This design comes from an exercise in tuning for small area, a short achievable clock period and few clock cycles per item on the open sky130 flow, not from production work. Power figures rest on the tool's default switching activity, not on a simulated workload.

==> flow/design.v <==
module dmem_responder #(
    parameter int unsigned DEPTH   = 64,
    parameter int unsigned ADDR_W  = 32,
    parameter int unsigned LATENCY = 2
) (
    input  logic              clk,
    input  logic              rst,
    input  logic              req_valid,
    output logic              req_ready,
    input  logic              req_we,
    input  logic [ADDR_W-1:0] req_addr,
    input  logic [2:0]        req_funct3,
    input  logic [31:0]       req_wdata,
    output logic              rsp_valid,
    input  logic              rsp_ready,
    output logic [31:0]       rsp_rdata,
    output logic              rsp_err,
    output logic              busy
);
    localparam int unsigned IDX_W = $clog2(DEPTH);
    logic [31:0] mem [DEPTH];
    logic unused_c;
    assign unused_c = ^{req_addr[ADDR_W-1:IDX_W+2]};
    logic [IDX_W-1:0] idx;
    logic [1:0]       off;
    logic [2:0]       f3;
    assign idx = req_addr[IDX_W+1:2];
    assign off = req_addr[1:0];
    assign f3  = req_funct3;
    logic err;
    assign err = (f3[1:0] == 2'b11) || (f3 == 3'b110) || (req_we && f3[2]) ||
                 (f3[1:0] == 2'b01 && off[0]) || (f3[1:0] == 2'b10 && off != 2'b00);
    logic acc;
    assign acc = req_valid && req_ready;
    logic [3:0]  st_be;
    logic [31:0] st_wd;
    always_comb begin
        case (f3[1:0])
            2'b00: begin
                st_be = 4'b0001 << off;
                st_wd = {4{req_wdata[7:0]}};
            end
            2'b01: begin
                st_be = off[1] ? 4'b1100 : 4'b0011;
                st_wd = {2{req_wdata[15:0]}};
            end
            default: begin
                st_be = 4'b1111;
                st_wd = req_wdata;
            end
        endcase
    end
    logic do_st;
    assign do_st = acc && req_we && !err;
    always_ff @(posedge clk) begin
        for (int w = 0; w < DEPTH; w++) begin
            for (int b = 0; b < 4; b++) begin
                if (do_st && idx == IDX_W'(w) && st_be[b]) mem[w][8*b +: 8] <= st_wd[8*b +: 8];
            end
        end
    end
    logic        s1_v, s1_ld, s1_err, s1_uns;
    logic [1:0]  s1_off, s1_sz;
    logic [31:0] s1_word;
    logic        o_v, sk_v;
    logic        s1_hold;
    assign s1_hold = s1_v && o_v && sk_v;
    logic [7:0]  sel_lo, sel_hi;
    logic [31:0] rd_grp [8];
    logic [31:0] rd_word;
    always_comb begin
        for (int k = 0; k < 8; k++) begin
            sel_lo[k] = idx[2:0] == 3'(k);
            sel_hi[k] = idx[5:3] == 3'(k);
        end
        for (int g = 0; g < 8; g++) begin
            rd_grp[g] = 32'd0;
            for (int k = 0; k < 8; k++) rd_grp[g] = rd_grp[g] | (mem[8*g+k] & {32{sel_lo[k]}});
        end
        rd_word = 32'd0;
        for (int g = 0; g < 8; g++) rd_word = rd_word | (rd_grp[g] & {32{sel_hi[g]}});
    end
    always_ff @(posedge clk) begin
        if (req_ready) begin
            s1_word <= rd_word;
            s1_ld   <= !req_we && !err;
            s1_err  <= err;
            s1_off  <= off;
            s1_sz   <= f3[1:0];
            s1_uns  <= f3[2];
        end
    end
    logic [7:0]  rd_byte;
    logic [15:0] rd_half;
    logic [31:0] ext;
    always_comb begin
        case (s1_off)
            2'd0:    rd_byte = s1_word[7:0];
            2'd1:    rd_byte = s1_word[15:8];
            2'd2:    rd_byte = s1_word[23:16];
            default: rd_byte = s1_word[31:24];
        endcase
        rd_half = s1_off[1] ? s1_word[31:16] : s1_word[15:0];
        case (s1_sz)
            2'b00:   ext = {{24{rd_byte[7] & !s1_uns}}, rd_byte};
            2'b01:   ext = {{16{rd_half[15] & !s1_uns}}, rd_half};
            default: ext = s1_word;
        endcase
        if (!s1_ld) ext = 32'd0;
    end
    logic [31:0] sk_data;
    logic        sk_err;
    logic        take;
    assign take = o_v && rsp_ready;
    logic s1_move;
    assign s1_move = s1_v && !(o_v && sk_v);
    logic n_s1_v, n_o_v, n_sk_v;
    always_comb begin
        n_s1_v = acc || (s1_v && s1_hold);
        n_o_v  = (o_v && !take) || sk_v || s1_move;
        n_sk_v = (sk_v && !take) || (s1_move && o_v && !take);
    end
    always_ff @(posedge clk or negedge rst) begin
        if (!rst) begin
            s1_v      <= 1'b0;
            o_v       <= 1'b0;
            sk_v      <= 1'b0;
            req_ready <= 1'b0;
            busy      <= 1'b0;
        end else begin
            s1_v      <= n_s1_v;
            o_v       <= n_o_v;
            sk_v      <= n_sk_v;
            req_ready <= !(n_s1_v && n_o_v && n_sk_v);
            busy      <= n_s1_v || n_o_v || n_sk_v;
        end
    end
    assign rsp_valid = o_v;
    always_ff @(posedge clk) begin
        if (!o_v || take) begin
            if (sk_v) begin
                rsp_rdata <= sk_data;
                rsp_err   <= sk_err;
            end else begin
                rsp_rdata <= ext;
                rsp_err   <= s1_err;
            end
        end
        if (!sk_v || take) begin
            sk_data <= ext;
            sk_err  <= s1_err;
        end
    end
endmodule
make LEC_CHECK=0 CAP_MARGIN=20 CORE_MARGIN=2 CORE_UTILIZATION=40 SETUP_SLACK_MARGIN=2.6 SLEW_MARGIN=20 finish   # period 5.0 ns
run.sh (not shown) runs the stock make flow with config.mk's settings and CLKGATE_MAP_FILE= SYNTH_SCRIPT=/design/flow/synth_recipe.tcl, a recipe that flattens the netlist after the stock synthesis.
Then changed:
--- a/flow/design.v
+++ b/flow/design.v
@@ -62,30 +62,15 @@
     logic        s1_v, s1_ld, s1_err, s1_uns;
     logic [1:0]  s1_off, s1_sz;
     logic [31:0] s1_word;
     logic        o_v, sk_v;
     logic        s1_hold;
     assign s1_hold = s1_v && o_v && sk_v;
-    logic [7:0]  sel_lo, sel_hi;
-    logic [31:0] rd_grp [8];
-    logic [31:0] rd_word;
-    always_comb begin
-        for (int k = 0; k < 8; k++) begin
-            sel_lo[k] = idx[2:0] == 3'(k);
-            sel_hi[k] = idx[5:3] == 3'(k);
-        end
-        for (int g = 0; g < 8; g++) begin
-            rd_grp[g] = 32'd0;
-            for (int k = 0; k < 8; k++) rd_grp[g] = rd_grp[g] | (mem[8*g+k] & {32{sel_lo[k]}});
-        end
-        rd_word = 32'd0;
-        for (int g = 0; g < 8; g++) rd_word = rd_word | (rd_grp[g] & {32{sel_hi[g]}});
-    end
     always_ff @(posedge clk) begin
         if (req_ready) begin
-            s1_word <= rd_word;
+            s1_word <= mem[idx];
             s1_ld   <= !req_we && !err;
             s1_err  <= err;
             s1_off  <= off;
             s1_sz   <= f3[1:0];
             s1_uns  <= f3[2];
         end
=>
- The changed run produced a clean layout
- wire length came out higher by well over a third
- die area came out lower by a few percent
- clock power is about the same
- fmax came out lower by roughly a tenth
- non-clock buffer count came out higher by 316
- hold slack barely changes
- cell area came out higher slightly
- final cell count came out higher by a few percent
- setup slack loses 350 ps
Function was not checked in any run of this note: the RTL went through the layout flow alone.

-- static timing again, ports no longer ideal --
No port has a modelled driver above. Below, the same layouts with a new extraction and two added sets of constraints. Step 1: set_driving_cell puts a clkbuf_16 on clk and a buf_2 on each other input, an assumption about the parent block. Step 2 moves the port delays by t, midway between the first and last clock arrival at a register: inputs arrive t later, outputs are due t later. That takes back most of the time a late clock gives input paths. Slacks: no drivers / after step 1 / after step 2; pairs: no drivers / after step 1.
run	t (ns)	setup slack, ns	worst setup path after step 2	clock arrival spread, ns
the first run	0.941	2.398 / 2.022 / 1.081	input to register	0.047 / 0.046
the second run	0.970	2.044 / 1.759 / 0.790	input to register	0.076 / 0.077
After both steps every run listed still meets setup and hold. For the first run, which loses most, drivers alone change the setup slack by -0.376 ns; drivers and shift together by -1.317 ns.
